What follows belongs to an exercise in optimizing a design on an open flow for small area; a production flow would make more cautious choices. Function was checked by simulation only, so behaviour that the tests miss may differ from the original. Power figures rest on the tool's default switching activity, not on a simulated workload.

## register_file
module register_file #(
  parameter int unsigned WORD_WIDTH = 32,
  parameter int unsigned SEL_WIDTH  = 5,
  parameter int unsigned NUM_REGS   = 32
) (
  input  logic                  clock,
  input  logic                  reset,
  input  logic                  left_read_enable,
  input  logic [SEL_WIDTH-1:0]  left_read_number,
  output logic [WORD_WIDTH-1:0] left_read_bus,
  input  logic                  right_read_enable,
  input  logic [SEL_WIDTH-1:0]  right_read_number,
  output logic [WORD_WIDTH-1:0] right_read_bus,
  input  logic                  write_enable,
  input  logic [SEL_WIDTH-1:0]  write_number,
  input  logic [WORD_WIDTH-1:0] write_bus
);
  logic [WORD_WIDTH-1:0] regs [NUM_REGS];
  logic [NUM_REGS-1:0]   valid;
  logic [NUM_REGS-1:0]   write_sel;
  always_comb begin
    for (int i = 0; i < int'(NUM_REGS); i++) begin
      write_sel[i] = write_enable && (write_number == SEL_WIDTH'(i));
    end
  end
  always_ff @(posedge clock or negedge reset) begin
    if (!reset) begin
      valid <= '0;
    end else begin
      valid <= valid | write_sel;
    end
  end
  always_ff @(posedge clock) begin
    for (int i = 0; i < int'(NUM_REGS); i++) begin
      if (write_sel[i]) begin
        regs[i] <= write_bus;
      end
    end
  end
  logic        left_bypass, right_bypass;
  logic [32:0] left_sel, right_sel;
  assign left_bypass  = reset && left_read_enable && write_enable &&
                        (left_read_number == write_number);
  assign right_bypass = reset && right_read_enable && write_enable &&
                        (right_read_number == write_number);
  always_comb begin
    for (int i = 0; i < int'(NUM_REGS); i++) begin
      left_sel[i]  = reset && left_read_enable && !left_bypass &&
                     valid[i] && (left_read_number == SEL_WIDTH'(i));
      right_sel[i] = reset && right_read_enable && !right_bypass &&
                     valid[i] && (right_read_number == SEL_WIDTH'(i));
    end
    left_sel[32]  = left_bypass;
  ...
For scale: about 2300 cells after synthesis, roughly 1100 flip-flops.
Settings: LEC_CHECK=0, CAP_MARGIN=20, CORE_MARGIN=2, CORE_UTILIZATION=55, SLEW_MARGIN=20, SYNTH_HIERARCHICAL=1; clock period 8.0 ns.
standard.sh (not shown) runs the stock make flow with config.mk's settings and CLKGATE_MAP_FILE= SYNTH_SCRIPT=/design/flow/synth_recipe.tcl, a recipe that flattens the netlist after the stock synthesis.
==> flow/flow/run.sh <==
#!/bin/bash
# Standard layout with two changes: ports buffered with buf_2 and a clock
# tree of clkbuf_4 without dummy loads.
export BUFFER_PORTS_ARGS="-buffer_cell sky130_fd_sc_hd__buf_2"
export CTS_ARGS="-sink_clustering_enable -repair_clock_nets -dont_use_dummy_load -buf_list sky130_fd_sc_hd__clkbuf_4 -sink_clustering_size 12 -sink_clustering_max_diameter 40"
bash standard.sh > standard.log 2>&1
The baseline finished clean.
Next try:
==> flow/flow/run.sh (replaced) <==
#!/bin/bash
# Standard layout with two changes: ports buffered with buf_2 and a clock
# tree of clkbuf_8 without dummy loads.
export BUFFER_PORTS_ARGS="-buffer_cell sky130_fd_sc_hd__buf_2"
export CTS_ARGS="-sink_clustering_enable -repair_clock_nets -dont_use_dummy_load -buf_list sky130_fd_sc_hd__clkbuf_8 -sink_clustering_size 20 -sink_clustering_max_diameter 50"
bash standard.sh > standard.log 2>&1
--- a/flow/config.mk
+++ b/flow/config.mk
@@ -8 +8 @@
-export CAP_MARGIN = 20
+export CAP_MARGIN = 5
@@ -11 +11 @@
-export SLEW_MARGIN = 20
+export SLEW_MARGIN = 5
Synthesized cell count stays the same.
Total power rises by a few percent.
Cell count falls slightly.
Wire length is about the same.
Worst setup slack gets better by 21 ps.
Count of clock-buffer cells in the layout falls by 37.
Non-clock buffer count falls by 3.
Cell area rises slightly.
Via count falls slightly.
Register-to-register slack stays flat.
Utilization rises by 0.38 points.
Next try:
==> flow/flow/run.sh (replaced) <==
#!/bin/bash
# Standard layout with two changes: ports buffered with buf_1 and a clock
# tree of clkbuf_16 without dummy loads.
export BUFFER_PORTS_ARGS="-buffer_cell sky130_fd_sc_hd__buf_1"
export CTS_ARGS="-sink_clustering_enable -repair_clock_nets -dont_use_dummy_load -buf_list sky130_fd_sc_hd__clkbuf_16 -sink_clustering_size 30 -sink_clustering_max_diameter 60"
bash standard.sh > standard.log 2>&1
--- a/flow/config.mk
+++ b/flow/config.mk
@@ -8 +8 @@
-export CAP_MARGIN = 5
+export CAP_MARGIN = 20
@@ -11 +11,4 @@
-export SLEW_MARGIN = 5
+export CTS_BUF_LIST = sky130_fd_sc_hd__clkbuf_8
+export CTS_CLUSTER_DIAMETER = 60
+export CTS_CLUSTER_SIZE = 24
+export SLEW_MARGIN = 20
Outcome: The new run finished clean. Area after synthesis is unchanged. Count of clock-buffer cells in the layout drops by 29. Global-route usage came out lower by 0.13 points. Sequential share of layout area went down by 0.67 points. Setup slack is worse by 8.7 ps. Die area is unchanged. Combinational power went up by about 1%. First-iteration DRC count grows by 3.0%. Register-to-register slack loses 30 ps. Routed wire length drops by 0.32%. Worst hold slack hardly moves.

========
register_file, a different RTL version from the one above (not shown whole).
Size: about 1100 flip-flops, ~120 I/O pins, about 40000 µm² of cells after synthesis.
clock: 8.0 ns
lec_check: 0
cap_margin: 20
core_margin: 2
core_utilization: 55
gpl_timing_driven: 0
slew_margin: 20
synth_hierarchical: 1
==> flow/flow/run.sh <==
#!/bin/bash
# Standard layout with three changes: ports buffered with buf_2, the decoder
# gates that drive whole rows upsized after floorplanning (flow/upsize.tcl),
# and a clock tree of small buffers without dummy loads.
export BUFFER_PORTS_ARGS="-buffer_cell sky130_fd_sc_hd__buf_2"
export POST_FLOORPLAN_TCL="$PWD/flow/upsize.tcl"
export CTS_ARGS="-sink_clustering_enable -repair_clock_nets -dont_use_dummy_load -buf_list sky130_fd_sc_hd__clkbuf_4 -sink_clustering_size 9 -sink_clustering_max_diameter 40"
bash standard.sh > standard.log 2>&1
==> flow/flow/upsize.tcl <==
# Upsize the decoder gates that drive a whole row of the register file
# (the select lines, 16 or more loads each), so that the layout need not
# split those nets with buffers, and the predecoder gates that drive them
# (8 or more loads), which are on the path from write_number to the reads.
set row_driver_sizes {
  sky130_fd_sc_hd__and3_1  sky130_fd_sc_hd__and3_2
  sky130_fd_sc_hd__and2_1  sky130_fd_sc_hd__and2_2
  sky130_fd_sc_hd__nand2_1 sky130_fd_sc_hd__nand2_2
}
set upsized 0
foreach inst [get_cells *] {
  set master [get_property $inst ref_name]
  set loads 0
  foreach pin [get_pins -of_objects $inst -filter "direction == output"] {
    set net [get_nets -of_objects $pin]
    incr loads [llength [get_pins -of_objects $net -filter "direction == input"]]
  }
  if { $loads >= 16 && [dict exists $row_driver_sizes $master] } {
    replace_cell [get_full_name $inst] [dict get $row_driver_sizes $master]
    incr upsized
  } elseif { $loads >= 8 && [regexp {^(sky130_fd_sc_hd__\w+)_1$} $master -> base]
             && ![string match *df* $base] && [llength [get_lib_cells ${base}_2]] } {
    replace_cell [get_full_name $inst] ${base}_2
    incr upsized
  }
}
puts "upsize.tcl: upsized $upsized decoder gates"
Then changed:
==> flow/flow/run.sh (replaced) <==
#!/bin/bash
# Standard layout with three changes: ports buffered with buf_2, the decoder
# gates that drive whole rows upsized after floorplanning (flow/upsize.tcl),
# and a clock tree of small buffers without dummy loads.
export BUFFER_PORTS_ARGS="-buffer_cell sky130_fd_sc_hd__buf_2"
export POST_FLOORPLAN_TCL="$PWD/flow/upsize.tcl"
export CTS_ARGS="-sink_clustering_enable -repair_clock_nets -dont_use_dummy_load -buf_list sky130_fd_sc_hd__clkbuf_4 -sink_clustering_size 10 -sink_clustering_max_diameter 40"
bash standard.sh > standard.log 2>&1
Routed wire length barely changes. Critical path depth does not change. Core utilization stays flat. Register-to-register slack hardly moves.
Then changed:
==> flow/flow/run.sh (replaced) <==
#!/bin/bash
# Standard layout with three changes: ports buffered with buf_2, the decoder
# gates that drive whole rows upsized after floorplanning (flow/upsize.tcl),
# and a clock tree of small buffers without dummy loads.
export BUFFER_PORTS_ARGS="-buffer_cell sky130_fd_sc_hd__buf_2"
export POST_FLOORPLAN_TCL="$PWD/flow/upsize.tcl"
export CTS_ARGS="-sink_clustering_enable -repair_clock_nets -dont_use_dummy_load -buf_list sky130_fd_sc_hd__clkbuf_4 -sink_clustering_size 9 -sink_clustering_max_diameter 40"
bash standard.sh > standard.log 2>&1
--- a/flow/flow/upsize.tcl
+++ b/flow/flow/upsize.tcl
@@ -1,6 +1,5 @@
 # Upsize the decoder gates that drive a whole row of the register file
 # (the select lines, 16 or more loads each), so that the layout need not
-# split those nets with buffers, and the predecoder gates that drive them
-# (8 or more loads), which are on the path from write_number to the reads.
+# split those nets with buffers.
 set row_driver_sizes {
   sky130_fd_sc_hd__and3_1  sky130_fd_sc_hd__and3_2
@@ -19,8 +18,4 @@
     replace_cell [get_full_name $inst] [dict get $row_driver_sizes $master]
     incr upsized
-  } elseif { $loads >= 8 && [regexp {^(sky130_fd_sc_hd__\w+)_1$} $master -> base]
-             && ![string match *df* $base] && [llength [get_lib_cells ${base}_2]] } {
-    replace_cell [get_full_name $inst] ${base}_2
-    incr upsized
   }
 }
Effect:
- The new run ran to the end with no violations
- sequential cell count stays the same
- worst hold slack gains 8.6 ps
- final area went up by 0.32%
- count of clock-buffer cells in the layout is unchanged
- routed wire length went up by 1.9%
- non-clock buffer count rises by 10
- setup slack gains 170 ps
- sequential share of layout area fell by 0.15 points
- via count increases by 0.96%
- utilization increases by 0.19 points
Then changed:
==> flow/run.sh (new file) <==
#!/bin/bash
# synth_recipe.tcl (not shown) runs the flow's synth.tcl, then flattens the netlist and writes it again
# the make line also repeats each setting of config.mk as NAME=value (left out here)
make -C /OpenROAD-flow-scripts/flow DESIGN_CONFIG=/design/flow/config.mk WORK_HOME=/design/flow/orfs CLKGATE_MAP_FILE= SYNTH_SCRIPT=/design/flow/synth_recipe.tcl finish
Settings changed: CTS_BUF_LIST set to sky130_fd_sc_hd__clkbuf_4, CTS_CLUSTER_DIAMETER set to 40, CTS_CLUSTER_SIZE set to 8, GPL_TIMING_DRIVEN 0 to not set.
removed: flow/flow/run.sh
removed: flow/flow/upsize.tcl
removed: flow/standard.sh
=> The new run completed with no timing, DRC or antenna violations. Wire length rose by 9.0%. Non-clock buffer count increases by 221. Global-route usage went up by 5.1 points. Worst hold slack is about the same. Worst setup slack loses 320 ps. Final cell count came out higher by 6.8%. Sequential share of layout area goes down by 3.0 points.
Then changed:
==> flow/flow/run.sh (new file) <==
#!/bin/bash
# Standard layout with three changes: ports buffered with buf_2, the decoder
# gates that drive whole rows upsized after floorplanning (flow/upsize.tcl),
# and a clock tree of small buffers without dummy loads.
export BUFFER_PORTS_ARGS="-buffer_cell sky130_fd_sc_hd__buf_2"
export POST_FLOORPLAN_TCL="$PWD/flow/upsize.tcl"
export CTS_ARGS="-sink_clustering_enable -repair_clock_nets -dont_use_dummy_load -buf_list sky130_fd_sc_hd__clkbuf_4 -sink_clustering_size 8 -sink_clustering_max_diameter 40"
bash standard.sh > standard.log 2>&1
==> flow/flow/upsize.tcl (new file) <==
# Upsize the decoder gates that drive a whole row of the register file
# (the select lines, 16 or more loads each), so that the layout need not
# split those nets with buffers, and the predecoder gates that drive them
# (8 or more loads), which are on the path from write_number to the reads.
set row_driver_sizes {
  sky130_fd_sc_hd__and3_1  sky130_fd_sc_hd__and3_2
  sky130_fd_sc_hd__and2_1  sky130_fd_sc_hd__and2_2
  sky130_fd_sc_hd__nand2_1 sky130_fd_sc_hd__nand2_2
}
set upsized 0
foreach inst [get_cells *] {
  set master [get_property $inst ref_name]
  set loads 0
  foreach pin [get_pins -of_objects $inst -filter "direction == output"] {
    set net [get_nets -of_objects $pin]
    incr loads [llength [get_pins -of_objects $net -filter "direction == input"]]
  }
  if { $loads >= 16 && [dict exists $row_driver_sizes $master] } {
    replace_cell [get_full_name $inst] [dict get $row_driver_sizes $master]
    incr upsized
  } elseif { $loads >= 8 && [regexp {^(sky130_fd_sc_hd__\w+)_1$} $master -> base]
             && ![string match *df* $base] && [llength [get_lib_cells ${base}_2]] } {
    replace_cell [get_full_name $inst] ${base}_2
    incr upsized
  }
}
puts "upsize.tcl: upsized $upsized decoder gates"
==> flow/standard.sh (new file) <==
#!/bin/bash
# synth_recipe.tcl (not shown) runs the flow's synth.tcl, then flattens the netlist and writes it again
# the make line also repeats each setting of config.mk as NAME=value (left out here)
make -C /OpenROAD-flow-scripts/flow DESIGN_CONFIG=/design/flow/config.mk WORK_HOME=/design/flow/orfs CLKGATE_MAP_FILE= SYNTH_SCRIPT=/design/flow/synth_recipe.tcl "${@:-finish}"
Settings changed: CTS_BUF_LIST sky130_fd_sc_hd__clkbuf_4 to not set, CTS_CLUSTER_DIAMETER 40 to not set, CTS_CLUSTER_SIZE 8 to not set, GPL_TIMING_DRIVEN set to 0.
removed: flow/run.sh
After rerunning: Via count falls by about 6%. Die area stays the same. Utilization goes down by 4.0 points. Final area shrinks by 6.2%. Setup slack improves by 230 ps.

[port drivers added, routing unchanged]
The results above use ideal ports. As a check the final layouts listed here were re-extracted and re-timed, cells and wires unchanged.
Step 1, drivers: a clkbuf_16 drives clock and a buf_2 each remaining input, both assumed.
Step 2 adds t to the input delays and takes it off the output delays; t is the mean of the earliest and latest rising clock arrival at the registers after step 1. Input paths then give back, and output paths get back, about the clock's delay inside the block.
a / b / c = ideal / step 1 / step 2; a / b = the first two.
run	shift t [ns]	setup WS [ns]	worst setup path at the end	latest minus earliest clock arrival (ns)	slew at the worst register clock pin (ns)
the first run of note 1	1.043	1.094 / 1.068 / 1.068	input to output	0.134 / 0.134	0.12 / 0.12
the second run of note 1	0.781	1.115 / 1.089 / 1.089	input to output	0.119 / 0.118	0.12 / 0.12
the third run of note 1	0.688	1.106 / 1.084 / 1.084	input to output	0.061 / 0.061	0.09 / 0.09
the first run of note 2	1.100	0.561 / 0.442 / 0.442	input to output	0.101 / 0.102	0.11 / 0.11
the second run of note 2	1.108	0.307 / 0.186 / 0.186	input to output	0.155 / 0.155	0.11 / 0.11
the third run of note 2	1.137	0.482 / 0.461 / 0.461	input to output	0.101 / 0.101	0.11 / 0.11
the fourth run of note 2	1.151	0.163 / 0.139 / 0.139	input to output	0.069 / 0.069	0.11 / 0.11
the fifth run of note 2	1.080	0.393 / 0.296 / 0.296	input to output	0.090 / 0.091	0.10 / 0.10
After both steps setup and hold are still met in every run listed. For the second run of note 2, which loses most, drivers alone change the setup slack by -0.121 ns; drivers and shift together by -0.121 ns.
